Source: an optimization exercise on an open RTL-to-GDS flow (aim: a short achievable clock period and few clock cycles). Production flows keep margins and buffers that such runs may drop.
Function was checked by simulation only, so behaviour that the tests miss may differ from the original.
Power figures rest on the tool's default switching activity, not on a simulated workload.

==> flow/config.mk <==
export PLATFORM = sky130hd
export DESIGN_NAME = cpuTop
export DESIGN_NICKNAME = cpuTop
export VERILOG_FILES = /design/flow/design.v
export SDC_FILE = /design/flow/constraint.sdc
export NUM_CORES = 4
export LEC_CHECK = 0
export ABC_CLOCK_PERIOD_IN_PS = 3000
export CAP_MARGIN = 20
export CORE_MARGIN = 2
export CORE_UTILIZATION = 40
export SLEW_MARGIN = 20
export TNS_END_PERCENT = 100
==> flow/constraint.sdc <==
create_clock -name core_clock -period 11.0 [get_ports {ldSig}]
set_input_delay 2.2000 -clock core_clock [delete_from_list [all_inputs] [get_ports {ldSig}]]
set_output_delay 2.2000 -clock core_clock [all_outputs]
set_load 0.01 [all_outputs]
==> flow/flow/run.sh <==
#!/bin/bash
set -euo pipefail
bash standard.sh SETUP_SLACK_MARGIN=6.5 finish > flow_make.log 2>&1
==> flow/standard.sh <==
#!/bin/bash
# synth_recipe.tcl (not shown) runs the flow's synth.tcl, then flattens the netlist and writes it again
# the make line also repeats each setting of config.mk as NAME=value (left out here)
make -C /OpenROAD-flow-scripts/flow DESIGN_CONFIG=/design/flow/config.mk WORK_HOME=/design/flow/orfs CLKGATE_MAP_FILE= SYNTH_SCRIPT=/design/flow/synth_recipe.tcl "${@:-finish}"
==> flow/design.v <==
package cpuPkg;
	localparam int wordW = 16;
	localparam int opW = 5;
	localparam int regSelW = 3;
	localparam int numRegs = 8;
	localparam int immW = 8;
	localparam int labelW = 11;
	localparam int imemDepth = 64;
	localparam int dmemDepth = 64;
	localparam int memAddrW = 6;
	localparam logic [memAddrW-1:0] spReset = 6'd63;  
	localparam logic [opW-1:0] opPush = 5'b00000;
	localparam logic [opW-1:0] opPop  = 5'b00001;
	localparam logic [opW-1:0] opAdd  = 5'b00010;
	localparam logic [opW-1:0] opOr   = 5'b00011;
	localparam logic [opW-1:0] opNot  = 5'b00100;
	localparam logic [opW-1:0] opNeg  = 5'b00101;
	localparam logic [opW-1:0] opInc  = 5'b00110;
	localparam logic [opW-1:0] opDec  = 5'b00111;
	localparam logic [opW-1:0] opCall = 5'b01000;
	localparam logic [opW-1:0] opRet  = 5'b01001;
	localparam logic [opW-1:0] opLdi  = 5'b01010;
	localparam logic [3:0] ccAlways = 4'd0;
	localparam logic [3:0] ccZ  = 4'd1;
	localparam logic [3:0] ccNz = 4'd2;
	localparam logic [3:0] ccC  = 4'd3;
	localparam logic [3:0] ccNc = 4'd4;
	localparam logic [3:0] ccS  = 4'd5;
	localparam logic [3:0] ccNs = 4'd6;
	localparam logic [3:0] ccV  = 4'd7;
	localparam logic [3:0] ccNv = 4'd8;
	localparam logic [2:0] passX = 3'd0;
	localparam logic [2:0] add   = 3'd1;
	localparam logic [2:0] orOp  = 3'd2;
	localparam logic [2:0] notX  = 3'd3;
	localparam logic [2:0] negX  = 3'd4;
	localparam logic [2:0] incX  = 3'd5;
	localparam logic [2:0] decX  = 3'd6;
	localparam logic [1:0] pcNext  = 2'd0;
	localparam logic [1:0] pcLabel = 2'd1;
	localparam logic [1:0] pcStack = 2'd2;
	localparam int flagZ = 3;
	localparam int flagC = 2;
	localparam int flagS = 1;
	localparam int flagV = 0;
endpackage
`timescale 1ns/1ps
import cpuPkg::*;
module cpuTop (
	input  logic ldSig,
	input  logic resetN,
	input  logic run,
	input  logic progWe,
	input  logic [5:0] progAddr,
	input  logic [15:0] progData,
	output logic [15:0] pc,
	output logic memWe,
	output logic [5:0] memAddr,
	output logic [15:0] memWdata,
	output logic [3:0] flags  
);
	logic [wordW-1:0] imem [imemDepth];
	logic [wordW-1:0] dmem [dmemDepth];
	logic [wordW-1:0] regQ [numRegs];
	logic [wordW-1:0] ir;            
	logic [wordW-1:0] regOut;        
	logic [wordW-1:0] wdQ;           
	logic wePend;                    
	logic needFetch;                 
	logic [memAddrW-1:0] fetchA;     
	logic [wordW-1:0] tos;           
	logic [memAddrW-1:0] sp;
	logic [memAddrW-1:0] spUp2;      
	logic [opW-1:0] op;
	logic [regSelW-1:0] rSel;
	logic isBranch, isPush, isPop, isCall, isRet, isLdi, isAlu, wrReg;
	logic condTrue;
	logic takeLabel;
	assign op = ir[15:11];
	assign rSel = ir[10:8];
	assign isBranch = op[opW-1];
	assign isPush = (op == opPush);
	assign isPop = (op == opPop);
	assign isCall = (op == opCall);
	assign isRet = (op == opRet);
	assign isLdi = (op == opLdi);
	assign isAlu = (op >= opAdd) && (op <= opDec);
	assign wrReg = isPop || isLdi || isAlu;
	always_comb begin
		case (op[3:0])
			ccAlways: condTrue = 1'b1;
			ccZ:      condTrue = flags[flagZ];
			ccNz:     condTrue = !flags[flagZ];
			ccC:      condTrue = flags[flagC];
			ccNc:     condTrue = !flags[flagC];
			ccS:      condTrue = flags[flagS];
			ccNs:     condTrue = !flags[flagS];
			ccV:      condTrue = flags[flagV];
			ccNv:     condTrue = !flags[flagV];
			default:  condTrue = 1'b0;
		endcase
	end
	assign takeLabel = isCall || (isBranch && condTrue);
	logic [wordW-1:0] aluZ;
	logic aluC, aluV;
	logic [wordW:0] addW;
	logic [wordW-1:0] negR, incR, decR;
	assign addW = {1'b0, tos} + {1'b0, regOut};
	assign negR = '0 - tos;
	assign incR = tos + 1'b1;
	assign decR = tos - 1'b1;
	always_comb begin
		aluZ = addW[wordW-1:0];
		aluC = 1'b0;
		aluV = 1'b0;
		case (op)
			opAdd: begin
				aluZ = addW[wordW-1:0];
				aluC = addW[wordW];
				aluV = (tos[15] == regOut[15]) && (addW[15] != tos[15]);
			end
			opOr:  aluZ = tos | regOut;
			opNot: aluZ = ~tos;
			opNeg: begin
				aluZ = negR;
				aluC = (tos != '0);
				aluV = (tos == 16'h8000);
			end
			opInc: begin
				aluZ = incR;
				aluC = (tos == 16'hffff);
				aluV = (tos == 16'h7fff);
			end
			default: begin  
				aluZ = decR;
				aluC = (tos == '0);
				aluV = (tos == 16'h8000);
			end
		endcase
	end
	logic [wordW-1:0] wData;
	assign wData = isPop ? tos :
		isLdi ? {{(wordW-immW){1'b0}}, ir[immW-1:0]} : aluZ;
	logic [wordW-1:0] pcInc;
	assign pcInc = pc + 1'b1;
	assign memWe = run & wePend;
	assign memAddr = sp;
	assign memWdata = wdQ;
	always_ff @(posedge ldSig) begin
		if (wePend)
			dmem[sp] <= isCall ? pcInc : regOut;
	end
	always_ff @(posedge ldSig) begin
		if (progWe)
			imem[progAddr] <= progData;
	end
	logic [wordW-1:0] irSeq, irLabel, irRet, irHold, irNext;
	assign irSeq = imem[fetchA];
	assign irLabel = imem[ir[memAddrW-1:0]];
	assign irRet = imem[tos[memAddrW-1:0]];
	assign irHold = (progWe && progAddr == pc[memAddrW-1:0]) ? progData :
		needFetch ? irSeq : ir;
	logic [wordW-1:0] rHold, rLabel, rRet, rSeq, regSel;
	logic fwdLabel, fwdRet, fwdSeq, fwdSel;
	assign rHold = regQ[irHold[10:8]];
	assign rLabel = regQ[irLabel[10:8]];
	assign rRet = regQ[irRet[10:8]];
	assign rSeq = regQ[irSeq[10:8]];
	assign fwdLabel = (irLabel[10:8] == rSel);
	assign fwdRet = (irRet[10:8] == rSel);
	assign fwdSeq = (irSeq[10:8] == rSel);
	logic [wordW-1:0] pcNext, pcNextInc;
	logic [labelW:0] labelInc;
	logic [wordW-1:0] tosInc, pcInc2;
	assign labelInc = {1'b0, ir[labelW-1:0]} + 1'b1;
	assign tosInc = tos + 1'b1;
	assign pcInc2 = pc + 2'd2;
	always_comb begin
		if (!run) begin
			irNext = irHold;
			regSel = rHold;
			fwdSel = 1'b0;  
			pcNext = pc;
			pcNextInc = pcInc;
		end else if (takeLabel) begin
			irNext = irLabel;
			regSel = rLabel;
			fwdSel = fwdLabel;
			pcNext = {{(wordW-labelW){1'b0}}, ir[labelW-1:0]};
			pcNextInc = {{(wordW-labelW-1){1'b0}}, labelInc};
		end else if (isRet) begin
			irNext = irRet;
			regSel = rRet;
			fwdSel = fwdRet;
			pcNext = tos;
			pcNextInc = tosInc;
		end else begin
			irNext = irSeq;
			regSel = rSeq;
			fwdSel = fwdSeq;
			pcNext = pcInc;
			pcNextInc = pcInc2;
		end
	end
	logic [wordW-1:0] regOutNext;
	logic isCallNext;
	assign isCallNext = (irNext[15:11] == opCall);
	assign regOutNext = (wrReg && fwdSel) ? wData : regSel;
	always_ff @(posedge ldSig) begin
		ir <= irNext;
		regOut <= regOutNext;
		wdQ <= isCallNext ? pcNextInc : regOutNext;
	end
	always_ff @(posedge ldSig or negedge resetN) begin
		if (!resetN) begin
			wePend <= 1'b0;
			needFetch <= 1'b1;
			fetchA <= '0;
		end else begin
			wePend <= (irNext[15:11] == opPush) || isCallNext;
			needFetch <= 1'b0;
			if (run || needFetch)
				fetchA <= pcNextInc[memAddrW-1:0];
		end
	end
	always_ff @(posedge ldSig or negedge resetN) begin
		if (!resetN) begin
			pc <= '0;
			sp <= spReset;
			spUp2 <= spReset + 2'd2;
			flags <= '0;
			tos <= '0;
		end else if (run) begin
			pc <= pcNext;
			if (isPush || isCall) begin
				sp <= sp - 1'b1;
				spUp2 <= spUp2 - 1'b1;
			end else if (isPop || isRet) begin
				sp <= sp + 1'b1;
				spUp2 <= spUp2 + 1'b1;
			end
			if (isAlu)
				flags <= {aluZ == '0, aluC, aluZ[wordW-1], aluV};
			if (isPush || isCall)
				tos <= wdQ;
			else if (isPop || isRet)
				tos <= dmem[spUp2];
		end
	end
	for (genvar i = 0; i < numRegs; i++) begin : gReg
		always_ff @(posedge ldSig or negedge resetN) begin
			if (!resetN)
				regQ[i] <= '0;
			else if (run && wrReg && rSel == i)
				regQ[i] <= wData;
		end
	end
endmodule
==> flow_summary.json, run 1 <==
{
  "hold_path_class": "register to register",
  "place.gp.congestion": 0.9617,
  "htree_levels": 4,
  "worstSetupStartpointType": "input port",
  "numCtsBuffers": 245,
  "synth_most_common_cell": "edfxtp_1",
  "timing_max_transition_violations_final": 0,
  "grt.overflow.total": 0,
  "fin_skew_ps": 95.82,
  "synth-edff-count": 2056,
  "die_y_um": 537.1,
  "cts.root.buffer_cell": "clkbuf_16",
  "slowest_delay_ps": 170,
  "crit_fanout": 3,
  "routed_wl_um": 381400,
  "grt_max_degree": 124,
  "vias_per_cell": 6.505,
  "yosys-top-cells-count": "2,056 x edfxtp_1, 1,228 x mux4_2, 511 x nand2_1, 300 x nor2_1, 251 x clkbuf_1",
  "final_area_um2": 129100,
  "io_pins": 69,
  "layout_min_cycle_time_ps": 4831,
  "syn-mean-instance-area_um2": 17.18,
  "cellLeakagePower_nw": 41.66,
  "synth_area_leaders": "edfxtp_1 54%, mux4_2 24%, dfrtp_1 3.9%",
  "worst_ir_drop_vdd_uv": 270.7,
  "synth.distinct_cells": 113,
  "first_iter_violations": 10327,
  "grt_pass1_wl_um": 535100,
  "area_delta_synth_final_pct": 13.55,
  "max_freq_ghz": 0.2070,
  "antenna_found_initial": 24,
  "crit_type": "input port to output port",
  "die-area_um2": 288400,
  "nets": 6848,
  "ys.warnings.count": 2,
  "clockBufferDepth": 4,
  "finalCritPeriodShare": 0.4392,
  "cp-end-kind": "output port",
  "rsz0062_at_grt": "yes",
  "yosysTopAreaCell": "edfxtp_1",
  "hold_violations": 0,
  "synth_area_um2": 113700,
  "cts.sinks": 2286,
  "crit_chain": "buf_16 > and2_4 > buf_6",
  "worst_slew_pin_slew_ps": 1217,
  "vias": 69741,
  "clock_latency_ps": 930,
  "yosysTopAreaCellShare": 0.5432,
  "synth.net_count": 6688,
  "port_buffers": 68,
  "drc": 0,
  "status": "timing/DRC/antenna clean",
  "n_fill_cell": 24065,
  "async_flop_share": 0.08049,
  "row_count": 195,
  "synth-seq-area-share": 0.5919,
  "power_density_nw_per_um2": 305.8,
  "synth_top_flop_cell": "edfxtp_1",
  "drt-pass1-iter-count": 6,
  "grt_pass1_vias": 68914,
  "drive_above_1_share": 0.3283,
  "dpl_cell_area_um2": 119100,
  "core-area_um2": 282500,
  "cp_num_buf_inv": 2,
  "wl_per_cell_um": 35.57,
  "required_ps": 8800,
  "critPathArrivalTime_ps": 2630,
  "grt_use_total": 0.2617,
  "cts_hold_buf": 0,
  "syn_inst": 6614,
  "drt.antenna.violating_nets": 0,
  "cts_tree": "yes",
  "relSlewSlack": 0.1884,
  "die_width_um": 537.1,
  "dp_hpwl_um": 234100,
  "ys_ff_latch": 2286,
  "setup_viol": 0,
  "tns_ps": 0,
  "path_clk_slew_ps": 60,
  "start_util": 0.4023,
  "crit_family": "buffers and inverters",
  "max_cap_viol_count": 0,
  "cpMaxStageDelayCell": "and2_4"
}
-- path summary, 6_finish.rpt --
kind | from | end | slack (ps) | cells after the start
setup / recovery | run | memWe | 6170 | 3
hold / removal | regQ[5][5]$_DFFE_PN0P_ | regQ[5][5]$_DFFE_PN0P_ | 510 | 2
setup reg to reg | ir[15]$_DFF_P_ | wdQ[0]$_DFF_P_ | 6400 | 10
hold reg to reg | regQ[5][5]$_DFFE_PN0P_ | regQ[5][5]$_DFFE_PN0P_ | 510 | 2
max in group asynchronous | resetN | regQ[0][1]$_DFFE_PN0P_ | 8340 | 2
min in group asynchronous | resetN | regQ[6][5]$_DFFE_PN0P_ | 1340 | 1
-- metrics by stage --
stage | util | std cells | hold WS, ps | power, W | setup WS [ps]
2_1_floorplan | - | 6614 | 465.9 | 0.02370 | 5892
5_1_grt | 0.4568 | 10717 | 537.4 | 0.04077 | 6171
6_report | 0.4568 | 10721 | 512.8 | 0.03947 | 6169
4_1_cts | 0.4550 | 10690 | 513.3 | 0.03894 | 6160
3_3_place_gp | 0.4214 | 10178 | 490.6 | 0.02969 | 4379
3_5_place_dp | 0.4215 | 10179 | 499.6 | 0.02983 | 4263
-- layer usage --
metal / global-route usage / up-vias / share of wire
li1: - / 27887 / -
met1: 0.3520 / 36695 / 0.38
met2: 0.4128 / 4247 / 0.47
met3: 0.05544 / 904 / 0.10
met4: 0.1134 / 8 / 0.052
met5: 0 / - / 0.00014
-- tightest hold or removal path, cell delays in order (launching register included) --
cell     delay (ps)
dfrtp_1         370
nand2_1          50
o21ai_0          60
-- timing repair --
item                       4_1_cts  5_1_grt
setup endpoints to repair      151       50
buffers inserted                48       22
resized for setup              156       70
hold endpoints to repair         0        0
cloned                          18        2
pin swaps                       12        4
-- report_power, final --
part | switching (W) | internal (W) | total (W)
Combinational | 0.0115 | 0.00808 | 0.0196
Sequential | 0.00111 | 0.0106 | 0.0117
Clock | 0.00345 | 0.00471 | 0.00816
Total | 0.0161 | 0.0234 | 0.0395
-- cells in the final DEF (no fill, tap or decap), types with 23 or more instances in the layout --
| cell type | synthesis | final |
|---|---|---|
| nor2_1 | 300 | 201 |
| clkbuf_16 | 0 | 251 |
| xnor2_1 | 74 | 73 |
| a31oi_1 | 41 | 34 |
| buf_12 | 3 | 33 |
| a21oi_1 | 168 | 152 |
| nand4_1 | 31 | 31 |
| dfxtp_1 | 46 | 40 |
| buf_4 | 39 | 271 |
| and3_1 | 33 | 31 |
| edfxtp_1 | 2056 | 2056 |
| nor2_2 | 6 | 97 |
| dfrtp_1 | 176 | 164 |
| a211oi_1 | 38 | 35 |
| ha_1 | 45 | 45 |
| a22oi_1 | 60 | 59 |
| nor3_1 | 46 | 40 |
| o21ai_0 | 231 | 221 |
| mux4_2 | 1228 | 1228 |
| inv_1 | 56 | 53 |
| nand2_1 | 511 | 507 |
| and2_1 | 28 | 26 |
| clkinv_2 | 0 | 44 |
| clkinv_1 | 5 | 58 |
| clkdlybuf4s50_1 | 0 | 38 |
| o22ai_1 | 26 | 25 |
| xor2_1 | 24 | 24 |
| bufinv_16 | 0 | 23 |
| clkbuf_1 | 251 | 51 |
| o211ai_1 | 37 | 37 |
| mux2_2 | 47 | 45 |
| nand3_1 | 101 | 97 |
| mux2i_1 | 239 | 236 |
| a221oi_1 | 25 | 25 |
-- area by class of cell --
type	instances	area [um2]	area share
diodes	6	15.01	0.0001163
flip-flops and latches	2286	67330	0.5217
clock buffers	305	6502	0.05038
repair buffers	425	4458	0.03454
well taps	3743	4683	0.03629
multi-input cells	3752	44480	0.3447
inverters	64	264.0	0.002046
clock inverters	140	1318	0.01021
-- flip-flops by register name (all words and copies together), names as in the netlist, named ones only --
register,cells
ir,16
flags,4
needFetch,1
wdQ,16
imem,1024
sp,6
pc,16
wePend,1
regQ,128
regOut,16
fetchA,6
spUp2,6
dmem,1024
tos,16
-- logic make-up (layout without fill, tap and decap cells) --
logic type      Yosys count  after routing  share of synthesized area
compound gates          896            898                    0.05319
xor+xnor                 99             99                   0.007695
fa+ha+maj                48             48                   0.005482
buf+inv                 581            934                    0.02564
flops                  2286           2286                     0.5919
mux                    1517           1517                     0.2693
other cells               1              7                 0.00003299
simple gates           1186           1189                    0.04671
Testbench counts, summed over its fixed seeds: cycles 52,802.
==> run 2, diff against run 1 <==
==> flow/run.sh (new file) <==
#!/bin/bash
# synth_recipe.tcl (not shown) runs the flow's synth.tcl, then flattens the netlist and writes it again
# the make line also repeats each setting of config.mk as NAME=value (left out here)
make -C /OpenROAD-flow-scripts/flow DESIGN_CONFIG=/design/flow/config.mk WORK_HOME=/design/flow/orfs CLKGATE_MAP_FILE= SYNTH_SCRIPT=/design/flow/synth_recipe.tcl finish
--- a/flow/config.mk
+++ b/flow/config.mk
@@ -9,5 +9,6 @@
 export CAP_MARGIN = 20
 export CORE_MARGIN = 2
 export CORE_UTILIZATION = 40
+export SETUP_SLACK_MARGIN = 5
 export SLEW_MARGIN = 20
 export TNS_END_PERCENT = 100
removed: flow/flow/run.sh
removed: flow/standard.sh
==> flow_summary.json, run 2 <==
{
  "critPathArrivalTime_ps": 3780,
  "vias_per_cell": 6.537,
  "grt_pass1_wl_um": 525100,
  "cts.sinks": 2286,
  "vias": 69431,
  "synth.net_count": 6688,
  "required_ps": 8800,
  "setup_viol": 0,
  "fin_skew_ps": 95.90,
  "synth_top_family_by_area": "multiplexers",
  "syn-mean-instance-area_um2": 17.18,
  "worstSetupStartpointType": "input port",
  "setup_ws_ps": 5024,
  "cellLeakagePower_nw": 40.74,
  "synth_area_leaders": "edfxtp_1 54%, mux4_2 24%, dfrtp_1 3.9%",
  "layout.cells.most_common": "edfxtp_1",
  "path_clk_slew_ps": 60,
  "p_total_w": 0.03852,
  "layout_min_cycle_time_ps": 5976,
  "synthXorXnorAreaFrac": 0.007695,
  "synth_top_flop_cell": "edfxtp_1",
  "yosysTopAreaCellShare": 0.5432,
  "yosys.area_share.simple": 0.04671,
  "status": "timing/DRC/antenna clean",
  "worst_ir_drop_vdd_uv": 351.6,
  "cts_hold_buf": 0,
  "synth.distinct_cells": 113,
  "cts.root.buffer_cell": "clkbuf_16",
  "port_buffers": 68,
  "power_density_nw_per_um2": 302.8,
  "place.gp.congestion": 0.9552,
  "post_cts.repair.setup_buffers": 0,
  "ys.warnings.count": 2,
  "crit_fanout": 49,
  "nets": 6747,
  "async_flop_share": 0.08049,
  "crit_type": "input port to output port",
  "hold_violations": 0,
  "cp-end-kind": "output port",
  "cts_tree": "yes",
  "relSlewSlack": 0.2258,
  "routed_wl_um": 371900,
  "yosys-top-cells-count": "2,056 x edfxtp_1, 1,228 x mux4_2, 511 x nand2_1, 300 x nor2_1, 251 x clkbuf_1",
  "clockBufferDepth": 4,
  "drt-pass1-iter-count": 6,
  "syn_inst": 6614,
  "tns_ps": 0,
  "clock_latency_ps": 930,
  "n_fill_cell": 24172,
  "row_count": 195,
  "rsz0062_at_grt": "no",
  "max_cap_viol_count": 0,
  "die_width_um": 537.1,
  "start_util": 0.4023,
  "synth_area_um2": 113700,
  "first_iter_violations": 10498,
  "worst_slew_pin_slew_ps": 1161,
  "dp_worst_setup_slack_ps": 4401,
  "grt_pass1_vias": 68260,
  "finalCritPeriodShare": 0.5433,
  "synth-compound-area-share": 0.05319,
  "yosysTopAreaCell": "edfxtp_1",
  "grt.overflow.total": 0,
  "hold_path_class": "register to register",
  "max_freq_ghz": 0.1673,
  "timing_max_transition_violations_final": 0,
  "synth-seq-area-share": 0.5919,
  "die_y_um": 537.1,
  "drc": 0,
  "grt_use_total": 0.2550,
  "drive_above_1_share": 0.3096,
  "synth_adder_area_share": 0.005482,
  "reg_top3": "dmem: 1024 flops, imem: 1024 flops, regQ: 128 flops",
  "core-area_um2": 282500,
  "area_delta_synth_final_pct": 11.92,
  "die-area_um2": 288400,
  "grt_max_degree": 148,
  "dp_hpwl_um": 233800,
  "htree_levels": 4,
  "final_cell_mix": "2,056 x edfxtp_1, 1,228 x mux4_2, 510 x nand2_1, 254 x clkbuf_16, 248 x buf_4",
  "synth-edff-count": 2056,
  "numCtsBuffers": 245,
  "drt.antenna.violating_nets": 0,
  "io_pins": 69,
  "synth_most_common_cell": "edfxtp_1",
  "wl_per_cell_um": 35.01,
  "synth_mux_area_frac": 0.2693,
  "antenna_found_initial": 18,
  "ys_ff_latch": 2286
}
[run 2: cell types whose count changed in the layout (fill, tap and decap cells not counted), moves of 11 or more]
cell             change
buf_4               -23
bufinv_16           +11
bufbuf_16           -11
clkbuf_1            -14
clkinvlp_4          +11
clkdlybuf4s50_1     +12
nor2_2              -16
buf_12              -27
nor2_1              +15
buf_16              -17
buf_6               -14
[run 2: metrics by stage]
step / instance area [um2] / instances / util / hold slack [ps]
3_3_place_gp: 118900 / 10165 / 0.4207 / 503.4
2_1_floorplan: 113700 / 6614 / - / 465.9
6_report: 127200 / 10622 / 0.4502 / 522.5
5_1_grt: 127200 / 10620 / 0.4502 / 574.9
3_5_place_dp: 118900 / 10165 / 0.4208 / 512.2
4_1_cts: 127100 / 10613 / 0.4498 / 523.2
[run 2: path summary, 6_finish.rpt]
check / startpoint / cells after the start / end / slack, ps
max: run / 4 / memWe / 5020
min: regQ[5][5]$_DFFE_PN0P_ / 2 / regQ[5][5]$_DFFE_PN0P_ / 520
max reg2reg: tos[1]$_DFFE_PN0P_ / 12 / wdQ[14]$_DFF_P_ / 5240
min reg2reg: regQ[5][5]$_DFFE_PN0P_ / 2 / regQ[5][5]$_DFFE_PN0P_ / 520
max in group asynchronous: resetN / 2 / regQ[7][14]$_DFFE_PN0P_ / 8270
min in group asynchronous: resetN / 1 / regQ[6][7]$_DFFE_PN0P_ / 1370
[run 2: cell families (layout without fill, tap and decap cells)]
family | Yosys count | in the layout
and+or+nand+nor | 1186 | 1186
muxes | 1517 | 1517
buffers and inverters | 581 | 841
other | 1 | 6
xor gates and xnor gates | 99 | 99
adders and majority gates | 48 | 48
DFF | 2286 | 2286
AOI/OAI and AO/OA | 896 | 896
[run 2: layout make-up]
| type | instances | area, um2 | area share |
|---|---|---|---|
| antenna | 5 | 12.51 | 0.00009837 |
| sequential | 2286 | 67330 | 0.5293 |
| timing repair buffer | 329 | 2726 | 0.02143 |
| clock buffer | 294 | 6514 | 0.05121 |
| multi-input combinational | 3747 | 44010 | 0.3460 |
| clock inverter | 154 | 1677 | 0.01318 |
| tap | 3743 | 4683 | 0.03682 |
| inverter | 64 | 247.7 | 0.001948 |
[run 2: critical path, cell delays in order]
cell and delay (ps):
buf_6 360, buf_8 370, and2_1 230, clkdlybuf4s50_1 550
[run 2: metal layers]
| layer | share of wire | vias to the layer above | global-route usage |
|---|---|---|---|
| met3 | 0.10 | 864 | 0.05040 |
| met1 | 0.39 | 36742 | 0.3529 |
| met5 | 0.000070 | - | 0 |
| met2 | 0.46 | 4180 | 0.3953 |
| li1 | - | 27641 | - |
| met4 | 0.049 | 4 | 0.1075 |
[run 2: power breakdown]
part | internal, W | switching [W] | leakage (nW)
Sequential | 0.0106 | 0.00133 | 21.3
Clock | 0.00499 | 0.00348 | 3.97
Combinational | 0.00738 | 0.0107 | 15.4
Total | 0.0230 | 0.0156 | 40.7
[run 2: timing repair]
| item | 4_1_cts | 5_1_grt |
|---|---|---|
| pin swaps | 0 | 0 |
| resized for setup | 2 | 6 |
| endpoints found under the setup margin | 1 | 31 |
| cloned | 0 | 2 |
==> run 3, diff against run 2 <==
==> flow/flow/run.sh (new file) <==
#!/bin/bash
set -euo pipefail
bash standard.sh SETUP_SLACK_MARGIN=7 'PLACE_PINS_ARGS=-group_pins {run memWe}' finish > flow_make.log 2>&1
==> flow/standard.sh (new file) <==
#!/bin/bash
# synth_recipe.tcl (not shown) runs the flow's synth.tcl, then flattens the netlist and writes it again
# the make line also repeats each setting of config.mk as NAME=value (left out here)
make -C /OpenROAD-flow-scripts/flow DESIGN_CONFIG=/design/flow/config.mk WORK_HOME=/design/flow/orfs CLKGATE_MAP_FILE= SYNTH_SCRIPT=/design/flow/synth_recipe.tcl "${@:-finish}"
--- a/flow/config.mk
+++ b/flow/config.mk
@@ -9,6 +9,5 @@
 export CAP_MARGIN = 20
 export CORE_MARGIN = 2
 export CORE_UTILIZATION = 40
-export SETUP_SLACK_MARGIN = 5
 export SLEW_MARGIN = 20
 export TNS_END_PERCENT = 100
removed: flow/run.sh
==> flow_summary.json, run 3 <==
{
  "ys.warnings.count": 2,
  "syn-mean-instance-area_um2": 17.18,
  "max_freq_ghz": 0.2112,
  "yosysTopAreaCellShare": 0.5432,
  "min_path_cells": 2,
  "drive_above_1_share": 0.3666,
  "status": "timing/DRC/antenna clean",
  "clock_latency_ps": 940,
  "area_delta_synth_final_pct": 16.57,
  "drt.antenna.violating_nets": 0,
  "synth_top_flop_cell": "edfxtp_1",
  "setup_ws_ps": 6265,
  "row_count": 195,
  "min_from": "regQ[5][2]$_DFFE_PN0P_",
  "r2r_start": "fetchA[0]$_DFFE_PN0P_",
  "min_to": "regQ[5][2]$_DFFE_PN0P_",
  "nets": 6997,
  "dp_worst_setup_slack_ps": 4170,
  "die-area_um2": 288400,
  "grt_pass1_wl_um": 551900,
  "dp_hpwl_um": 233500,
  "vias_per_cell": 6.621,
  "required_ps": 8800,
  "crit_fanout": 2,
  "cellLeakagePower_nw": 43.13,
  "n_fill_cell": 23788,
  "grt_pass1_vias": 69970,
  "clockBufferDepth": 4,
  "path_clk_slew_ps": 60,
  "first_iter_violations": 10733,
  "worstSetupStartpointType": "input port",
  "critPathArrivalTime_ps": 2540,
  "vias": 71986,
  "power_density_nw_per_um2": 314.0,
  "timing_max_transition_violations_final": 0,
  "port_buffers": 68,
  "synth-seq-area-share": 0.5919,
  "async_flop_share": 0.08049,
  "ff2ff_path_depth": 15,
  "worst_slew_pin_slew_ps": 1122,
  "cts.root.buffer_cell": "clkbuf_16",
  "antenna_found_initial": 22,
  "crit_type": "input port to output port",
  "finalCritPeriodShare": 0.4305,
  "r2r-end": "wdQ[7]$_DFF_P_",
  "synth_area_um2": 113700,
  "finish.utilization": 0.4689,
  "rrSetupSlack_ps": 6660,
  "tns_ps": 0,
  "yosysTopAreaCell": "edfxtp_1",
  "max_cap_viol_count": 0,
  "core-area_um2": 282500,
  "synth.distinct_cells": 113,
  "cts.sinks": 2286,
  "synth-edff-count": 2056,
  "yosys-top-cells-count": "2,056 x edfxtp_1, 1,228 x mux4_2, 511 x nand2_1, 300 x nor2_1, 251 x clkbuf_1",
  "die_width_um": 537.1,
  "layout_min_cycle_time_ps": 4735,
  "cp-end-kind": "output port",
  "die_y_um": 537.1,
  "relSlewSlack": 0.2509,
  "synth.net_count": 6688,
  "drc": 0,
  "hold_violations": 0,
  "rsz0062_at_grt": "yes",
  "reg_top3": "dmem: 1024 flops, imem: 1024 flops, regQ: 128 flops",
  "fin_skew_ps": 77.41,
  "hold_path_class": "register to register",
  "syn_inst": 6614,
  "grt_use_total": 0.2709,
  "cts_tree": "yes",
  "synth_most_common_cell": "edfxtp_1",
  "ys_ff_latch": 2286,
  "grt_max_degree": 76,
  "htree_levels": 4,
  "drt-pass1-iter-count": 8,
  "grt.overflow.total": 0,
  "numCtsBuffers": 243,
  "synth_area_leaders": "edfxtp_1 54%, mux4_2 24%, dfrtp_1 3.9%",
  "place.gp.congestion": 0.9517,
  "worst_ir_drop_vdd_uv": 289.3,
  "final_cell_mix": "2,056 x edfxtp_1, 1,228 x mux4_2, 495 x nand2_1, 330 x buf_4, 254 x clkbuf_16",
  "layout.cells.most_common": "edfxtp_1",
  "setup_viol": 0,
  "start_util": 0.4023,
  "routed_wl_um": 398200,
  "io_pins": 69,
  "wl_per_cell_um": 36.63
}
-- run 3: report_power, final --
part	switching (W)	internal, W
sequential	0.00102	0.0106
clock	0.00347	0.00471
combinational	0.0125	0.00926
total	0.0170	0.0246
-- run 3: worst max-delay path, cell delays in order --
cell and delay [ps]:
buf_8 90, and2_4 130, buf_6 110
-- run 3: cell families (layout without fill, tap and decap cells) --
| family | count (synthesis) | in the layout | synth area share |
|---|---|---|---|
| AOI/OAI and AO/OA | 896 | 900 | 0.05319 |
| buffers and inverters | 581 | 1078 | 0.02564 |
| DFF | 2286 | 2286 | 0.5919 |
| other | 1 | 8 | 0.00003299 |
| and+or+nand+nor | 1186 | 1193 | 0.04671 |
| adders and majority gates | 48 | 48 | 0.005482 |
| muxes | 1517 | 1517 | 0.2693 |
| xor gates and xnor gates | 99 | 99 | 0.007695 |
-- run 3: final cells by class --
class / count / area, um2 / share of cell area
flip-flops and latches: 2286 / 67400 / 0.5088
multi-input cells: 3758 / 45670 / 0.3447
repair buffers: 570 / 6608 / 0.04987
clock buffers: 288 / 6321 / 0.04771
well taps: 3743 / 4683 / 0.03535
clock inverters: 156 / 1521 / 0.01148
inverters: 64 / 267.8 / 0.002021
diodes: 7 / 17.52 / 0.0001322
-- run 3: per-layer routing --
metal	global-route usage	vias to the layer above	routed length [um]
met1	0.3581	37776	148100
met5	0	-	89
met4	0.1448	12	26270
met3	0.06349	1161	42890
met2	0.4172	4800	180900
li1	-	28237	-
-- run 3: worst max-delay path by stage --
stage,from,to,slack (ps)
final,run,memWe,6260
after global routing,run,memWe,6260
after CTS,run,memWe,6260
after detailed placement,progAddr[1],wdQ[2]$_DFF_P_,4170
after global placement,progAddr[1],wdQ[2]$_DFF_P_,4250
after floorplan,run,memWe,5890
-- run 3: repair_timing --
item                                    4_1_cts  5_1_grt
setup buffers                               128       60
hold buffers                                  0        0
gates cloned                                 40       13
endpoints found under the hold margin         0        0
gates resized for setup                     508      133
endpoints found under the setup margin      426      138
pin swaps                                    48       64
-- run 3: per-stage QoR --
step	hold slack [ps]	power [W]	instance area, um2	cells
after floorplan	465.9	0.02371	114000	6614
after global placement	492.1	0.02963	119100	10180
after detailed placement	499.5	0.02978	119100	10180
after CTS	517.2	0.04023	131000	10792
after global routing	545.7	0.04275	132500	10867
final	525.4	0.04161	132500	10872
==> run 4, diff against run 3 <==
--- a/flow/design.v
+++ b/flow/design.v
@@ -147,7 +147,7 @@
 	assign memAddr = sp;
 	assign memWdata = wdQ;
 	always_ff @(posedge ldSig) begin
-		if (wePend)
+		if (isPush || isCall)
 			dmem[sp] <= isCall ? pcInc : regOut;
 	end
 	always_ff @(posedge ldSig) begin
==> flow_summary.json, run 4 <==
{
  "htree_levels": 4,
  "crit_fanout": 2,
  "min_path_cells": 2,
  "critPathArrivalTime_ps": 2590,
  "grt_use_total": 0.2726,
  "cpMaxStageDelayCell": "and2_4",
  "rsz0062_at_grt": "yes",
  "die_width_um": 536.2,
  "row_count": 195,
  "power_switching_w": 0.01693,
  "critPathLaunch": "run",
  "synth-edff-count": 2056,
  "start_util": 0.4017,
  "r2r_start": "ir[14]$_DFF_P_",
  "dp_hpwl_um": 235000,
  "final_area_um2": 132600,
  "clock_power_share": 0.193,
  "setup_viol": 0,
  "power_density_nw_per_um2": 312.2,
  "grt_max_degree": 69,
  "reg_top3": "dmem: 1024 flops, imem: 1024 flops, regQ: 128 flops",
  "dpl_cell_area_um2": 119300,
  "async_flop_share": 0.08049,
  "max_cap_viol_count": 0,
  "power_frac_seq": 0.280,
  "worstSetupStartpointType": "input port",
  "max_freq_ghz": 0.2089,
  "final_cell_mix": "2,056 x edfxtp_1, 1,236 x mux4_2, 394 x nand2_1, 358 x buf_4, 251 x clkbuf_16",
  "min_from": "regQ[0][10]$_DFFE_PN0P_",
  "drive_above_1_share": 0.3717,
  "vias": 72335,
  "combPwrFrac": 0.527,
  "dp_cells": 10133,
  "layout.cells.most_common": "edfxtp_1",
  "worst_ir_drop_vdd_uv": 308.1,
  "core-area_um2": 282000,
  "synth_area_leaders": "edfxtp_1 54%, mux4_2 25%, dfrtp_1 3.9%",
  "yosysTopAreaCellShare": 0.5449,
  "fin_skew_ps": 118.7,
  "grt_pass1_vias": 69920,
  "r2r-end": "wdQ[10]$_DFF_P_",
  "rrSetupSlack_ps": 6690,
  "routed_wl_um": 399700,
  "crit_chain": "buf_12 > and2_4 > buf_6",
  "switching_share": 0.4090,
  "drt-pass1-iter-count": 9,
  "numCtsBuffers": 243,
  "path_depth": 3,
  "relSlewSlack": 0.2089,
  "yosys-top-cells-count": "2,056 x edfxtp_1, 1,236 x mux4_2, 410 x nand2_1, 339 x nor2_1, 279 x clkbuf_1",
  "synth_top_flop_cell": "edfxtp_1",
  "finalCritPeriodShare": 0.4352,
  "port_buffers": 68,
  "drc": 0,
  "hold_path_class": "register to register",
  "grt_pass1_wl_um": 554100,
  "cts_tree": "yes",
  "place.gp.congestion": 0.9268,
  "cp_num_buf_inv": 2,
  "syn_inst": 6574,
  "ys_ff_latch": 2286,
  "hold_violations": 0,
  "drt.antenna.violating_nets": 0,
  "die-area_um2": 287500,
  "layout_min_cycle_time_ps": 4787,
  "cellLeakagePower_nw": 43.09,
  "synth-seq-area-share": 0.5938,
  "nets": 6984,
  "clockBufferDepth": 4,
  "grt.overflow.total": 0,
  "worst_slew_pin_slew_ps": 1187,
  "cts.sinks": 2286,
  "crit_type": "input port to output port",
  "cts.root.buffer_cell": "clkbuf_16",
  "cp-end-kind": "output port",
  "synth.net_count": 6648,
  "timing_max_transition_violations_final": 0,
  "ff2ff_path_depth": 14,
  "ys.warnings.count": 2,
  "io_pins": 69,
  "cp-endpoint": "memWe",
  "synth_area_um2": 113300,
  "yosysTopAreaCell": "edfxtp_1",
  "status": "timing/DRC/antenna clean",
  "crit_family": "buffers and inverters",
  "wl_per_cell_um": 36.82,
  "required_ps": 8800,
  "die_y_um": 536.2,
  "area_delta_synth_final_pct": 17.07,
  "syn-mean-instance-area_um2": 17.24,
  "clock_latency_ps": 920,
  "synth.distinct_cells": 95,
  "first_iter_violations": 11170,
  "slowest_delay_ps": 150,
  "vias_per_cell": 6.663,
  "tns_ps": 0,
  "synth_most_common_cell": "edfxtp_1",
  "intPower_w": 0.02447,
  "path_clk_slew_ps": 60,
  "antenna_found_initial": 23,
  "instances_no_fill": 10856
}
run 4: cell type report:
type,instances,area (um2)
fill,23630,149400
sequential,2286,67440
multi-input combinational,3686,45430
timing repair buffer,614,7177
clock buffer,301,6380
tap,3743,4683
clock inverter,133,1159
inverter,79,335.3
antenna,14,35.03
run 4: worst reg2reg max path: cells and delay by family, from the launching register on:
family	cells	cell delay, ps
AO/OA/AOI/OAI	6	1520
buffers and inverters	5	1350
flip-flops	1	670
AND/OR/NAND/NOR	3	700
run 4: kinds of logic after synthesis:
family / after synthesis / share of synthesized area
compound gates: 894 / 0.05261
buf+inv: 606 / 0.02374
flops: 2286 / 0.5938
fa+ha+maj: 48 / 0.005499
mux: 1540 / 0.2733
simple gates: 1100 / 0.04338
other cells: 1 / 0.00003310
xor+xnor: 99 / 0.007653
run 4: layer usage:
metal | vias to the layer above | global-route usage | share of wire
li1 | 28212 | - | -
met1 | 37903 | 0.3625 | 0.37
met2 | 5062 | 0.4226 | 0.46
met3 | 1152 | 0.06839 | 0.12
met4 | 6 | 0.1252 | 0.057
met5 | - | 0 | 0.000090
run 4: power groups by stage:
stage	combinational [W]	clock, W	sequential, W
global placement	0.0174	0	0.0120
CTS	0.0203	0.00806	0.0115
floorplan	0.0122	0	0.0111
detailed placement	0.0176	0	0.0120
finish	0.0218	0.00798	0.0116
global route	0.0224	0.00840	0.0116
run 4: worst min-delay path by stage:
stage,endpoint,slack (ps)
floorplan,regQ[0][10]$_DFFE_PN0P_,450
global placement,regQ[4][15]$_DFFE_PN0P_,470
detailed placement,regQ[0][10]$_DFFE_PN0P_,480
CTS,regQ[0][10]$_DFFE_PN0P_,490
global route,regQ[0][10]$_DFFE_PN0P_,530
finish,regQ[0][10]$_DFFE_PN0P_,490
run 4: through the flow:
step	hold slack, ps	total power (W)	utilization	setup slack (ps)
final	488.9	0.04141	0.4703	6213
after global placement	466.6	0.02945	0.4227	4365
after detailed placement	480.5	0.02960	0.4229	4338
after global routing	525.0	0.04241	0.4702	6218
after floorplan	449.8	0.02333	-	5735
after CTS	494.1	0.03989	0.4643	6211
run 4: timing repair:
action / CTS / global route
cloned: 46 / 9
setup endpoints to repair: 654 / 120
setup buffers: 128 / 92
pin swaps: 55 / 74
hold buffers: 0 / 0
gates resized for setup: 492 / 162
Testbench counts of run 4, summed over its fixed seeds: cycles 52,802.
==> run 5, diff against run 4 <==
==> flow/flow/run.sh (replaced) <==
#!/bin/bash
set -euo pipefail
here=$(pwd)
bash standard.sh SETUP_SLACK_MARGIN=7 'PLACE_PINS_ARGS=-group_pins {run memWe}' \
  "PRE_DETAIL_PLACE_TCL=$here/flow/pin_cells.tcl" finish > flow_make.log 2>&1
==> flow/flow/pin_cells.tcl (new file) <==
# Before detailed placement: move the cells of the combinational run -> memWe
# path (run's input buffer, the and gate, memWe's output buffer) next to the
# two pins, which io placement put side by side. detailed_placement then
# legalizes them. Nothing else changes.
set pc_block [ord::get_db_block]

proc pc_driver {net} {
  foreach it [$net getITerms] {
    if {[$it isOutputSignal]} { return [$it getInst] }
  }
  return ""
}

proc pc_pin_spot {name} {
  # the pin's centre, and a point 4 um inside the core from it
  set bt [$::pc_block findBTerm $name]
  set bb [$bt getBBox]
  set x [expr {([$bb xMin] + [$bb xMax]) / 2}]
  set y [expr {([$bb yMin] + [$bb yMax]) / 2}]
  set core [$::pc_block getCoreArea]
  set in [expr {4000}]
  set cx [expr {max([$core xMin] + $in, min($x, [$core xMax] - $in))}]
  set cy [expr {max([$core yMin] + $in, min($y, [$core yMax] - $in))}]
  return [list $cx $cy]
}

set pc_we_net [[$pc_block findBTerm memWe] getNet]
set pc_obuf [pc_driver $pc_we_net]
set pc_and ""
foreach it [$pc_obuf getITerms] {
  if {[$it isInputSignal] && [$it getNet] ne "NULL"} { set pc_and [pc_driver [$it getNet]] }
}
set pc_run_net [[$pc_block findBTerm run] getNet]
set pc_ibufs {}
foreach it [$pc_run_net getITerms] { lappend pc_ibufs [$it getInst] }

lassign [pc_pin_spot memWe] wx wy
lassign [pc_pin_spot run] rx ry
puts "pin_cells: memWe spot $wx $wy, run spot $rx $ry"
set moves [list $pc_obuf $wx $wy]
if {$pc_and ne ""} {
  lappend moves $pc_and [expr {($wx + $rx) / 2}] [expr {($wy + $ry) / 2 + 0}]
}
foreach ib $pc_ibufs { lappend moves $ib $rx $ry }
foreach {inst x y} $moves {
  if {[$inst isFixed]} { continue }
  puts "pin_cells: [$inst getName] ([[$inst getMaster] getName]) from [$inst getLocation] to $x $y"
  $inst setLocation [expr {int($x)}] [expr {int($y)}]
  $inst setPlacementStatus PLACED
}
==> flow_summary.json, run 5 <==
{
  "die_width_um": 536.2,
  "io_pins": 69,
  "synth.distinct_cells": 95,
  "die_y_um": 536.2,
  "syn_inst": 6574,
  "synth_area_leaders": "edfxtp_1 54%, mux4_2 25%, dfrtp_1 3.9%",
  "status": "aborted with a tool error",
  "ys_ff_latch": 2286,
  "synth_top_flop_cell": "edfxtp_1",
  "async_flop_share": 0.08049,
  "yosys-top-cells-count": "2,056 x edfxtp_1, 1,236 x mux4_2, 410 x nand2_1, 339 x nor2_1, 279 x clkbuf_1",
  "error": "Error: detail_place.tcl, 5 can't read \"::pc_block\": no such variable",
  "synth_most_common_cell": "edfxtp_1",
  "row_count": 195,
  "synth.net_count": 6648,
  "yosysTopAreaCellShare": 0.5449,
  "synth-edff-count": 2056,
  "start_util": 0.4017,
  "yosysTopAreaCell": "edfxtp_1",
  "port_buffers": 68,
  "syn-mean-instance-area_um2": 17.24,
  "ys.warnings.count": 2,
  "failed_stage": "detailed placement",
  "synth-seq-area-share": 0.5938,
  "place.gp.congestion": 0.9268,
  "synth_area_um2": 113300
}
==> run 5: cell counts after synthesis <==
No cell type changed its count.
==> run 5: cell families after synthesis <==
kind of cell | after synthesis | synth area share
xor gates and xnor gates | 99 | 0.007653
muxes | 1540 | 0.2733
buffers and inverters | 606 | 0.02374
DFF | 2286 | 0.5938
AOI/OAI and AO/OA | 894 | 0.05261
adders and majority gates | 48 | 0.005499
and+or+nand+nor | 1100 | 0.04338
other | 1 | 0.00003310
==> run 5: how the worst max path moves through the flow <==
stage | end | start | slack [ps]
2_1_floorplan | memWe | run | 5730
3_3_place_gp | wdQ[12]$_DFF_P_ | progAddr[1] | 4360
==> run 5: power by group through the flow <==
stage                   combinational [W]  clock, W  sequential [W]
after floorplan                    0.0122         0          0.0111
after global placement             0.0174         0          0.0120
==> run 5: through the flow <==
stage / power, W / hold slack, ps
after global placement: 0.02945 / 466.6
after floorplan: 0.02333 / 449.8
==> run 6, diff against run 5 <==
--- a/flow/flow/pin_cells.tcl
+++ b/flow/flow/pin_cells.tcl
@@ -2,7 +2,7 @@
 # path (run's input buffer, the and gate, memWe's output buffer) next to the
 # two pins, which io placement put side by side. detailed_placement then
 # legalizes them. Nothing else changes.
-set pc_block [ord::get_db_block]
+set ::pc_block [ord::get_db_block]
 
 proc pc_driver {net} {
   foreach it [$net getITerms] {
@@ -24,13 +24,13 @@
   return [list $cx $cy]
 }
 
-set pc_we_net [[$pc_block findBTerm memWe] getNet]
+set pc_we_net [[$::pc_block findBTerm memWe] getNet]
 set pc_obuf [pc_driver $pc_we_net]
 set pc_and ""
 foreach it [$pc_obuf getITerms] {
   if {[$it isInputSignal] && [$it getNet] ne "NULL"} { set pc_and [pc_driver [$it getNet]] }
 }
-set pc_run_net [[$pc_block findBTerm run] getNet]
+set pc_run_net [[$::pc_block findBTerm run] getNet]
 set pc_ibufs {}
 foreach it [$pc_run_net getITerms] { lappend pc_ibufs [$it getInst] }
 
==> flow_summary.json, run 6 <==
{
  "status": "timing/DRC/antenna clean",
  "top_usage_layer": "met2",
  "reg_top3": "dmem: 1024 flops, imem: 1024 flops, regQ: 128 flops",
  "use_met1": 0.3571,
  "required_ps": 8800,
  "routed_wl_um": 398800,
  "cp-end-kind": "output port",
  "yosys-top-cells-count": "2,056 x edfxtp_1, 1,236 x mux4_2, 410 x nand2_1, 339 x nor2_1, 279 x clkbuf_1",
  "cts_hold_buf": 0,
  "syn_inst": 6574,
  "start_util": 0.4017,
  "synth.net_count": 6648,
  "io_pins": 69,
  "ff2ff_path_depth": 17,
  "layout.cells.most_common": "edfxtp_1",
  "layout_min_cycle_time_ps": 4735,
  "htree_levels": 4,
  "grt_pass1_wl_um": 547200,
  "setup_viol": 0,
  "power_frac_seq": 0.281,
  "met2_usage": 0.4151,
  "vias": 72035,
  "vias_per_cell": 6.637,
  "synth-edff-count": 2056,
  "grt.overflow.total": 0,
  "grt.met3_usage": 0.06892,
  "yosysTopAreaCell": "edfxtp_1",
  "cts.root.buffer_cell": "clkbuf_16",
  "max_freq_ghz": 0.2112,
  "synth.distinct_cells": 95,
  "drc": 0,
  "setup_ws_ps": 6265,
  "switching_share": 0.4091,
  "worst_slew_pin_slew_ps": 1219,
  "min_path_cells": 2,
  "cts_tree": "yes",
  "clock_latency_ps": 950,
  "die_width_um": 536.2,
  "timing_max_transition_violations_final": 0,
  "crit_type": "input port to output port",
  "final_area_um2": 132400,
  "die-area_um2": 287500,
  "place.gp.congestion": 0.9268,
  "drive_above_1_share": 0.3721,
  "grt_max_degree": 69,
  "dp_worst_setup_slack_ps": 4383,
  "hold_violations": 0,
  "min_from": "regQ[0][10]$_DFFE_PN0P_",
  "numCtsBuffers": 245,
  "worstSetupStartpointType": "input port",
  "critPathLaunch": "run",
  "nets": 6983,
  "rsz0062_at_grt": "yes",
  "drt-pass1-iter-count": 7,
  "tns_ps": 0,
  "row_count": 195,
  "r2r_start": "tos[0]$_DFFE_PN0P_",
  "cellLeakagePower_nw": 42.97,
  "wl_per_cell_um": 36.74,
  "combPwrFrac": 0.523,
  "final_cell_mix": "2,056 x edfxtp_1, 1,236 x mux4_2, 395 x nand2_1, 370 x buf_4, 268 x clkbuf_16",
  "clock_power_share": 0.196,
  "synth-seq-area-share": 0.5938,
  "hold_path_class": "register to register",
  "cts.sinks": 2286,
  "async_flop_share": 0.08049,
  "rrSetupSlack_ps": 6530,
  "drt.antenna.violating_nets": 0,
  "grt_pass1_vias": 69335,
  "critPathArrivalTime_ps": 2530,
  "n_fill_cell": 23787,
  "synth_most_common_cell": "edfxtp_1",
  "r2r-end": "wdQ[11]$_DFF_P_",
  "path_clk_slew_ps": 60,
  "dpl_cell_area_um2": 119300,
  "min_to": "regQ[0][10]$_DFFE_PN0P_",
  "die_y_um": 536.2,
  "multi_input_area_um2": 45310,
  "port_buffers": 68,
  "ys.warnings.count": 2,
  "seqCellArea_um2": 67430,
  "synth_area_leaders": "edfxtp_1 54%, mux4_2 25%, dfrtp_1 3.9%",
  "finish.utilization": 0.4693,
  "synth_top_flop_cell": "edfxtp_1",
  "yosysTopAreaCellShare": 0.5449,
  "syn-mean-instance-area_um2": 17.24,
  "power_density_nw_per_um2": 312.1,
  "relSlewSlack": 0.1871,
  "intPower_w": 0.02441,
  "synth_area_um2": 113300,
  "max_cap_viol_count": 0,
  "worst_ir_drop_vdd_uv": 312.9,
  "grt_use_total": 0.2688,
  "core-area_um2": 282000,
  "clockBufferDepth": 4,
  "area_delta_synth_final_pct": 16.83,
  "first_iter_violations": 10595,
  "p_total_w": 0.04131,
  "dp_hpwl_um": 235100,
  "fin_skew_ps": 117.5,
  "crit_fanout": 2,
  "antenna_found_initial": 25,
  "finalCritPeriodShare": 0.4304,
  "power_switching_w": 0.01690,
  "ys_ff_latch": 2286
}
run 6: cell counts after synthesis:
No cell type changed its count.
run 6: what timing repair did:
action | CTS | global route
pin swaps | 14 | 106
cloned | 23 | 27
setup buffers | 88 | 134
gates resized for setup | 348 | 259
endpoints found under the setup margin | 649 | 140
run 6: kinds of logic (layout without fill, tap and decap cells):
group	count (synthesis)	in the layout	share of synthesized area
fa+ha+maj	48	48	0.005499
compound gates	894	896	0.05261
simple gates	1100	1102	0.04338
flops	2286	2286	0.5938
xor+xnor	99	99	0.007653
mux	1540	1540	0.2733
other cells	1	12	0.00003310
buf+inv	606	1128	0.02374
run 6: power by group through the flow:
stage	Clock, W	Combinational [W]	Sequential, W
2_1_floorplan	0	0.0122	0.0111
3_3_place_gp	0	0.0174	0.0120
3_5_place_dp	0	0.0176	0.0120
4_1_cts	0.00821	0.0194	0.0116
5_1_grt	0.00855	0.0222	0.0116
6_report	0.00811	0.0216	0.0116
run 6: worst max path at each step:
stage,end,cells past startpoint,slack [ps]
3_5_place_dp,wdQ[13]$_DFF_P_,15,4380
5_1_grt,memWe,3,6260
3_3_place_gp,wdQ[12]$_DFF_P_,14,4360
2_1_floorplan,memWe,6,5730
4_1_cts,memWe,3,6240
6_report,memWe,3,6270
run 6: cell type report:
class / count / area share
diodes: 11 / 0.0002080
clock buffers: 285 / 0.04791
clock inverters: 153 / 0.01042
inverters: 79 / 0.002477
multi-input cells: 3686 / 0.3423
flip-flops and latches: 2286 / 0.5094
well taps: 3743 / 0.03538
repair buffers: 611 / 0.05191
run 6: worst max-delay path, cell delays in order:
cell and delay [ps]:
buf_12 100, and2_4 130, buf_6 110
run 6: routing by layer:
layer  up-vias  wire length, um
met3      1168            47110
met1     37708           144900
met4        18            24070
met5         -              135
met2      4945           182600
li1      28196                -
run 6: through the flow:
stage	std cells	hold WS, ps
after floorplan	6574	449.8
after global placement	10130	466.6
after detailed placement	10133	474.5
after CTS	10682	493.8
after global routing	10846	525.8
final	10854	488.7
==> run 7, diff against run 6 <==
--- a/flow/design.v
+++ b/flow/design.v
@@ -74,8 +74,8 @@
 	logic [opW-1:0] op;
 	logic [regSelW-1:0] rSel;
 	logic isBranch, isPush, isPop, isCall, isRet, isLdi, isAlu, wrReg;
-	logic condTrue;
-	logic takeLabel;
+	logic takeLabel;   
+	logic takeRet;     
 	assign op = ir[15:11];
 	assign rSel = ir[10:8];
 	assign isBranch = op[opW-1];
@@ -86,21 +86,20 @@
 	assign isLdi = (op == opLdi);
 	assign isAlu = (op >= opAdd) && (op <= opDec);
 	assign wrReg = isPop || isLdi || isAlu;
-	always_comb begin
-		case (op[3:0])
-			ccAlways: condTrue = 1'b1;
-			ccZ:      condTrue = flags[flagZ];
-			ccNz:     condTrue = !flags[flagZ];
-			ccC:      condTrue = flags[flagC];
-			ccNc:     condTrue = !flags[flagC];
-			ccS:      condTrue = flags[flagS];
-			ccNs:     condTrue = !flags[flagS];
-			ccV:      condTrue = flags[flagV];
-			ccNv:     condTrue = !flags[flagV];
-			default:  condTrue = 1'b0;
+	function automatic logic condHolds(input logic [3:0] cc, input logic [3:0] f);
+		case (cc)
+			ccAlways: condHolds = 1'b1;
+			ccZ:      condHolds = f[flagZ];
+			ccNz:     condHolds = !f[flagZ];
+			ccC:      condHolds = f[flagC];
+			ccNc:     condHolds = !f[flagC];
+			ccS:      condHolds = f[flagS];
+			ccNs:     condHolds = !f[flagS];
+			ccV:      condHolds = f[flagV];
+			ccNv:     condHolds = !f[flagV];
+			default:  condHolds = 1'b0;
 		endcase
-	end
-	assign takeLabel = isCall || (isBranch && condTrue);
+	endfunction
 	logic [wordW-1:0] aluZ;
 	logic aluC, aluV;
 	logic [wordW:0] addW;
@@ -138,6 +137,9 @@
 			end
 		endcase
 	end
+	logic [3:0] aluFlags, flagsNext;
+	assign aluFlags = {aluZ == '0, aluC, aluZ[wordW-1], aluV};
+	assign flagsNext = isAlu ? aluFlags : flags;
 	logic [wordW-1:0] wData;
 	assign wData = isPop ? tos :
 		isLdi ? {{(wordW-immW){1'b0}}, ir[immW-1:0]} : aluZ;
@@ -147,77 +149,85 @@
 	assign memAddr = sp;
 	assign memWdata = wdQ;
 	always_ff @(posedge ldSig) begin
-		if (isPush || isCall)
+		if (wePend)
 			dmem[sp] <= isCall ? pcInc : regOut;
 	end
 	always_ff @(posedge ldSig) begin
 		if (progWe)
 			imem[progAddr] <= progData;
 	end
-	logic [wordW-1:0] irSeq, irLabel, irRet, irHold, irNext;
+	logic [wordW-1:0] irSeq, irLabel, irRet, irHold;
 	assign irSeq = imem[fetchA];
 	assign irLabel = imem[ir[memAddrW-1:0]];
 	assign irRet = imem[tos[memAddrW-1:0]];
 	assign irHold = (progWe && progAddr == pc[memAddrW-1:0]) ? progData :
 		needFetch ? irSeq : ir;
-	logic [wordW-1:0] rHold, rLabel, rRet, rSeq, regSel;
-	logic fwdLabel, fwdRet, fwdSeq, fwdSel;
-	assign rHold = regQ[irHold[10:8]];
-	assign rLabel = regQ[irLabel[10:8]];
-	assign rRet = regQ[irRet[10:8]];
-	assign rSeq = regQ[irSeq[10:8]];
-	assign fwdLabel = (irLabel[10:8] == rSel);
-	assign fwdRet = (irRet[10:8] == rSel);
-	assign fwdSeq = (irSeq[10:8] == rSel);
-	logic [wordW-1:0] pcNext, pcNextInc;
 	logic [labelW:0] labelInc;
 	logic [wordW-1:0] tosInc, pcInc2;
 	assign labelInc = {1'b0, ir[labelW-1:0]} + 1'b1;
 	assign tosInc = tos + 1'b1;
 	assign pcInc2 = pc + 2'd2;
+	logic [wordW-1:0] irCand [4];
+	logic [wordW-1:0] pcIncCand [4];
+	logic [3:0] flagsCand [4];
+	logic [wordW-1:0] regCand [4];
+	logic [wordW-1:0] wdCand [4];
+	logic [3:0] labelCand, retCand, weCand;
+	assign irCand[0] = irHold;
+	assign irCand[1] = irLabel;
+	assign irCand[2] = irRet;
+	assign irCand[3] = irSeq;
+	assign pcIncCand[0] = pcInc;
+	assign pcIncCand[1] = {{(wordW-labelW-1){1'b0}}, labelInc};
+	assign pcIncCand[2] = tosInc;
+	assign pcIncCand[3] = pcInc2;
+	assign flagsCand[0] = flags;  
+	assign flagsCand[1] = flagsNext;
+	assign flagsCand[2] = flagsNext;
+	assign flagsCand[3] = flagsNext;
+	for (genvar c = 0; c < 4; c++) begin : gCand
+		logic [opW-1:0] cOp;
+		logic cCall;
+		assign cOp = irCand[c][15:11];
+		assign cCall = (cOp == opCall);
+		if (c == 0) begin : gHold
+			assign regCand[c] = regQ[irCand[c][10:8]];
+		end else begin : gRun
+			assign regCand[c] = (wrReg && irCand[c][10:8] == rSel) ? wData : regQ[irCand[c][10:8]];
+		end
+		assign wdCand[c] = cCall ? pcIncCand[c] : regCand[c];
+		assign labelCand[c] = cCall || (cOp[opW-1] && condHolds(cOp[3:0], flagsCand[c]));
+		assign retCand[c] = (cOp == opRet);
+		assign weCand[c] = (cOp == opPush) || cCall;
+	end
+	logic [1:0] sel;
+	assign sel = !run ? 2'd0 : takeLabel ? 2'd1 : takeRet ? 2'd2 : 2'd3;
+	logic [wordW-1:0] pcNext, pcNextInc;
 	always_comb begin
-		if (!run) begin
-			irNext = irHold;
-			regSel = rHold;
-			fwdSel = 1'b0;  
-			pcNext = pc;
-			pcNextInc = pcInc;
-		end else if (takeLabel) begin
-			irNext = irLabel;
-			regSel = rLabel;
-			fwdSel = fwdLabel;
-			pcNext = {{(wordW-labelW){1'b0}}, ir[labelW-1:0]};
-			pcNextInc = {{(wordW-labelW-1){1'b0}}, labelInc};
-		end else if (isRet) begin
-			irNext = irRet;
-			regSel = rRet;
-			fwdSel = fwdRet;
-			pcNext = tos;
-			pcNextInc = tosInc;
-		end else begin
-			irNext = irSeq;
-			regSel = rSeq;
-			fwdSel = fwdSeq;
-			pcNext = pcInc;
-			pcNextInc = pcInc2;
-		end
-	end
-	logic [wordW-1:0] regOutNext;
-	logic isCallNext;
-	assign isCallNext = (irNext[15:11] == opCall);
-	assign regOutNext = (wrReg && fwdSel) ? wData : regSel;
+		case (sel)
+			2'd0: pcNext = pc;
+			2'd1: pcNext = {{(wordW-labelW){1'b0}}, ir[labelW-1:0]};
+			2'd2: pcNext = tos;
+			default: pcNext = pcInc;
+		endcase
+	end
+	assign pcNextInc = pcIncCand[sel];
 	always_ff @(posedge ldSig) begin
-		ir <= irNext;
-		regOut <= regOutNext;
-		wdQ <= isCallNext ? pcNextInc : regOutNext;
+		ir <= irCand[sel];
+		regOut <= regCand[sel];
+		wdQ <= wdCand[sel];
 	end
 	always_ff @(posedge ldSig or negedge resetN) begin
 		if (!resetN) begin
 			wePend <= 1'b0;
+			takeLabel <= 1'b0;
+			takeRet <= 1'b0;
 			needFetch <= 1'b1;
 			fetchA <= '0;
 		end else begin
-			wePend <= (irNext[15:11] == opPush) || isCallNext;
+			wePend <= weCand[sel];
+			takeLabel <= labelCand[sel];
+			takeRet <= retCand[sel];
 			needFetch <= 1'b0;
 			if (run || needFetch)
 				fetchA <= pcNextInc[memAddrW-1:0];
@@ -240,7 +250,7 @@
 				spUp2 <= spUp2 + 1'b1;
 			end
 			if (isAlu)
-				flags <= {aluZ == '0, aluC, aluZ[wordW-1], aluV};
+				flags <= aluFlags;
 			if (isPush || isCall)
 				tos <= wdQ;
 			else if (isPop || isRet)
==> flow/flow/run.sh (replaced) <==
#!/bin/bash
set -euo pipefail
bash standard.sh SETUP_SLACK_MARGIN=7 'PLACE_PINS_ARGS=-group_pins {run memWe}' finish > flow_make.log 2>&1
removed: flow/flow/pin_cells.tcl
==> flow_summary.json, run 7 <==
{
  "tns_ps": 0,
  "synth_top_flop_cell": "edfxtp_1",
  "numCtsBuffers": 262,
  "start_util": 0.4030,
  "grt_max_degree": 72,
  "ff2ff_path_depth": 16,
  "vias_per_cell": 6.709,
  "relSlewSlack": 0.2078,
  "rrSetupSlack_ps": 6610,
  "r2r_start": "tos[0]$_DFFE_PN0P_",
  "grt_pass1_vias": 76268,
  "ys_ff_latch": 2288,
  "clock_latency_ps": 910,
  "port_buffers": 68,
  "drc": 0,
  "max_freq_ghz": 0.2029,
  "synth-edff-count": 2056,
  "nets": 7820,
  "n_fill_cell": 24071,
  "clockBufferDepth": 4,
  "crit_fanout": 2,
  "critPathLaunch": "run",
  "min_from": "tos[5]$_DFFE_PN0P_",
  "hold_path_class": "register to register",
  "die-area_um2": 295100,
  "die_y_um": 543.2,
  "synth_area_leaders": "edfxtp_1 53%, mux4_2 22%, dfrtp_1 3.8%",
  "drt-pass1-iter-count": 6,
  "syn_inst": 7217,
  "grt_pass1_wl_um": 620000,
  "reg_top3": "dmem: 1024 flops, imem: 1024 flops, regQ: 128 flops",
  "critPathArrivalTime_ps": 2730,
  "rsz0062_at_grt": "yes",
  "path_clk_slew_ps": 50,
  "cts.sinks": 2288,
  "dp_hpwl_um": 274400,
  "yosysTopAreaCell": "edfxtp_1",
  "io_pins": 69,
  "crit_family": "simple AND/OR/NAND/NOR gates",
  "cpMaxStageDelayCell": "and2_4",
  "wl_per_cell_um": 38.05,
  "cp-end-kind": "output port",
  "cts_hold_buf": 0,
  "setup_viol": 0,
  "syn-mean-instance-area_um2": 16.12,
  "area_delta_synth_final_pct": 20.09,
  "routed_wl_um": 450300,
  "setup_ws_ps": 6072,
  "layout.cells.most_common": "edfxtp_1",
  "final_cell_mix": "2,056 x edfxtp_1, 1,133 x mux4_2, 509 x buf_4, 448 x nand2_1, 291 x mux2i_1",
  "fin_skew_ps": 68.38,
  "hold_violations": 0,
  "yosysTopAreaCellShare": 0.5308,
  "max_cap_viol_count": 0,
  "place.gp.congestion": 0.9874,
  "finalCritPeriodShare": 0.4480,
  "synth-seq-area-share": 0.5789,
  "min_to": "tos[5]$_DFFE_PN0P_",
  "cellLeakagePower_nw": 46.36,
  "drt.antenna.violating_nets": 0,
  "core-area_um2": 288600,
  "slowest_delay_ps": 260,
  "r2r-end": "regOut[1]$_DFF_P_",
  "grt.overflow.total": 0,
  "synth.distinct_cells": 118,
  "worst_ir_drop_vdd_uv": 291.9,
  "synth_most_common_cell": "edfxtp_1",
  "timing_max_transition_violations_final": 0,
  "first_iter_violations": 12188,
  "layout_min_cycle_time_ps": 4928,
  "multi_input_area_um2": 49430,
  "synth_area_um2": 116300,
  "dp_worst_setup_slack_ps": 3824,
  "power_density_nw_per_um2": 351.0,
  "cp_num_buf_inv": 2,
  "status": "timing/DRC/antenna clean",
  "drive_above_1_share": 0.3750,
  "required_ps": 8800,
  "worst_slew_pin_slew_ps": 1184,
  "synth.net_count": 7292,
  "min_path_cells": 2,
  "htree_levels": 5,
  "cts.root.buffer_cell": "clkbuf_16",
  "antenna_found_initial": 24,
  "seqCellArea_um2": 67470,
  "crit_chain": "buf_16 > and2_4 > buf_6",
  "die_width_um": 543.2,
  "async_flop_share": 0.08129,
  "row_count": 197,
  "cts_tree": "yes",
  "ys.warnings.count": 7,
  "worstSetupStartpointType": "input port",
  "grt_use_total": 0.3000,
  "vias": 79406,
  "yosys-top-cells-count": "2,056 x edfxtp_1, 1,129 x mux4_2, 478 x nand2_1, 419 x nor2_1, 328 x o21ai_0",
  "crit_type": "input port to output port"
}
run 7: changes by cell type in the layout (fill, tap and decap cells not counted), sizes merged, moves of 24 or more:
cell,delta
nor2,+86
buf,+200
o21ai,+95
a21oi,+44
nand2,+65
bufbuf,+24
a22o,+32
mux2i,+81
clkbuf,+33
o22ai,+55
mux4,-83
a22oi,+47
run 7: cells by family (layout without fill, tap and decap cells):
family          count (synthesis)  in the layout  share of synthesized area
compound gates               1209           1209                    0.06910
xor+xnor                       94             94                   0.007079
fa+ha+maj                      49             49                   0.005465
buf+inv                       641           1357                    0.02581
flops                        2288           2288                     0.5789
mux                          1531           1531                     0.2574
other cells                     1             16                 0.00003224
simple gates                 1404           1412                    0.05630
run 7: repair_timing:
action | in CTS | in global routing
pin swaps | 125 | 101
endpoints found under the hold margin | 0 | 0
cloned | 55 | 8
setup buffers | 314 | 65
setup endpoints to repair | 573 | 136
resized for setup | 847 | 179
run 7: cell type report:
class | count | share of cell area
inverter | 78 | 0.002266
tap | 3880 | 0.03476
clock inverter | 126 | 0.007964
clock buffer | 334 | 0.05068
timing repair buffer | 818 | 0.06699
timing repair inverter | 1 | 0.00006271
multi-input combinational | 4296 | 0.3539
antenna | 15 | 0.0002687
sequential | 2288 | 0.4831
run 7: worst max-delay path by stage:
stage,endpoint,slack [ps],cells after the start
after floorplan,memWe,6080,4
after global placement,wdQ[10]$_DFF_P_,3880,13
after detailed placement,wdQ[10]$_DFF_P_,3820,13
after CTS,memWe,6110,3
after global routing,memWe,6110,3
final,memWe,6070,3
run 7: metrics by stage:
step	instances	util	hold slack [ps]	cell area (um2)	power, W
2_1_floorplan	7217	-	471.1	116900	0.02557
3_3_place_gp	10918	0.4238	464.8	122300	0.03370
3_5_place_dp	10919	0.4239	472.7	122400	0.03384
4_1_cts	11748	0.4783	527.6	138100	0.04717
5_1_grt	11824	0.4838	561.8	139600	0.05002
6_report	11836	0.4839	524.0	139700	0.04903
run 7: metal layers:
layer / part of all wire / wire, um / vias up / global-route usage
met2: 0.44 / 198400 / 5736 / 0.4493
met4: 0.072 / 32250 / 10 / 0.1687
met5: 0.00038 / 173 / - / 0.002760
met1: 0.37 / 166400 / 41297 / 0.4006
met3: 0.12 / 53090 / 1336 / 0.07397
li1: - / - / 31027 / -
run 7: worst min-delay path: stages, from the launching register on:
cell and delay, ps:
dfrtp_1 370, nand2_1 50, o21ai_0 60
run 7: where the power goes:
group | internal, W | leakage [nW] | total, W | switching [W]
logic | 0.0118 | 21.1 | 0.0286 | 0.0167
registers | 0.0108 | 21.3 | 0.0119 | 0.00117
clock network | 0.00491 | 3.98 | 0.00851 | 0.00360
Testbench counts of run 7, summed over its fixed seeds: cycles 52,802.

==> re-timing with driven ports <==
The flow's constraints put no driver on any port. The routed layouts listed below were extracted and timed again, unchanged, in two steps.
Step 1 (the two cells are an assumption about what drives the block):
set clk [get_ports {ldSig}]
set_driving_cell -lib_cell sky130_fd_sc_hd__clkbuf_16 $clk
set_driving_cell -lib_cell sky130_fd_sc_hd__buf_2 [delete_from_list [all_inputs] $clk]
Step 2 also shifts input and output timing later by t, the mid clock arrival at the registers, as if the neighbouring blocks saw the same clock.
a / b / c = ideal ports / drivers / drivers and shift; a / b = the first two.
run	shift t [ns]	setup slack, ns	worst register clock-pin slew, ns
run 1	0.962	6.169 / 5.861 / 5.372	0.08 / 0.08
run 2	0.962	5.024 / 4.859 / 4.397	0.08 / 0.08
run 3	0.986	6.265 / 6.223 / 5.643	0.07 / 0.07
run 4	0.978	6.213 / 6.102 / 5.781	0.07 / 0.07
run 6	0.983	6.265 / 6.219 / 5.677	0.07 / 0.07
run 7	0.981	6.072 / 5.793 / 5.441	0.07 / 0.07
After both steps every run listed still meets setup and hold. For run 1, which loses most, drivers alone change the setup slack by -0.308 ns; drivers and shift together by -0.797 ns.
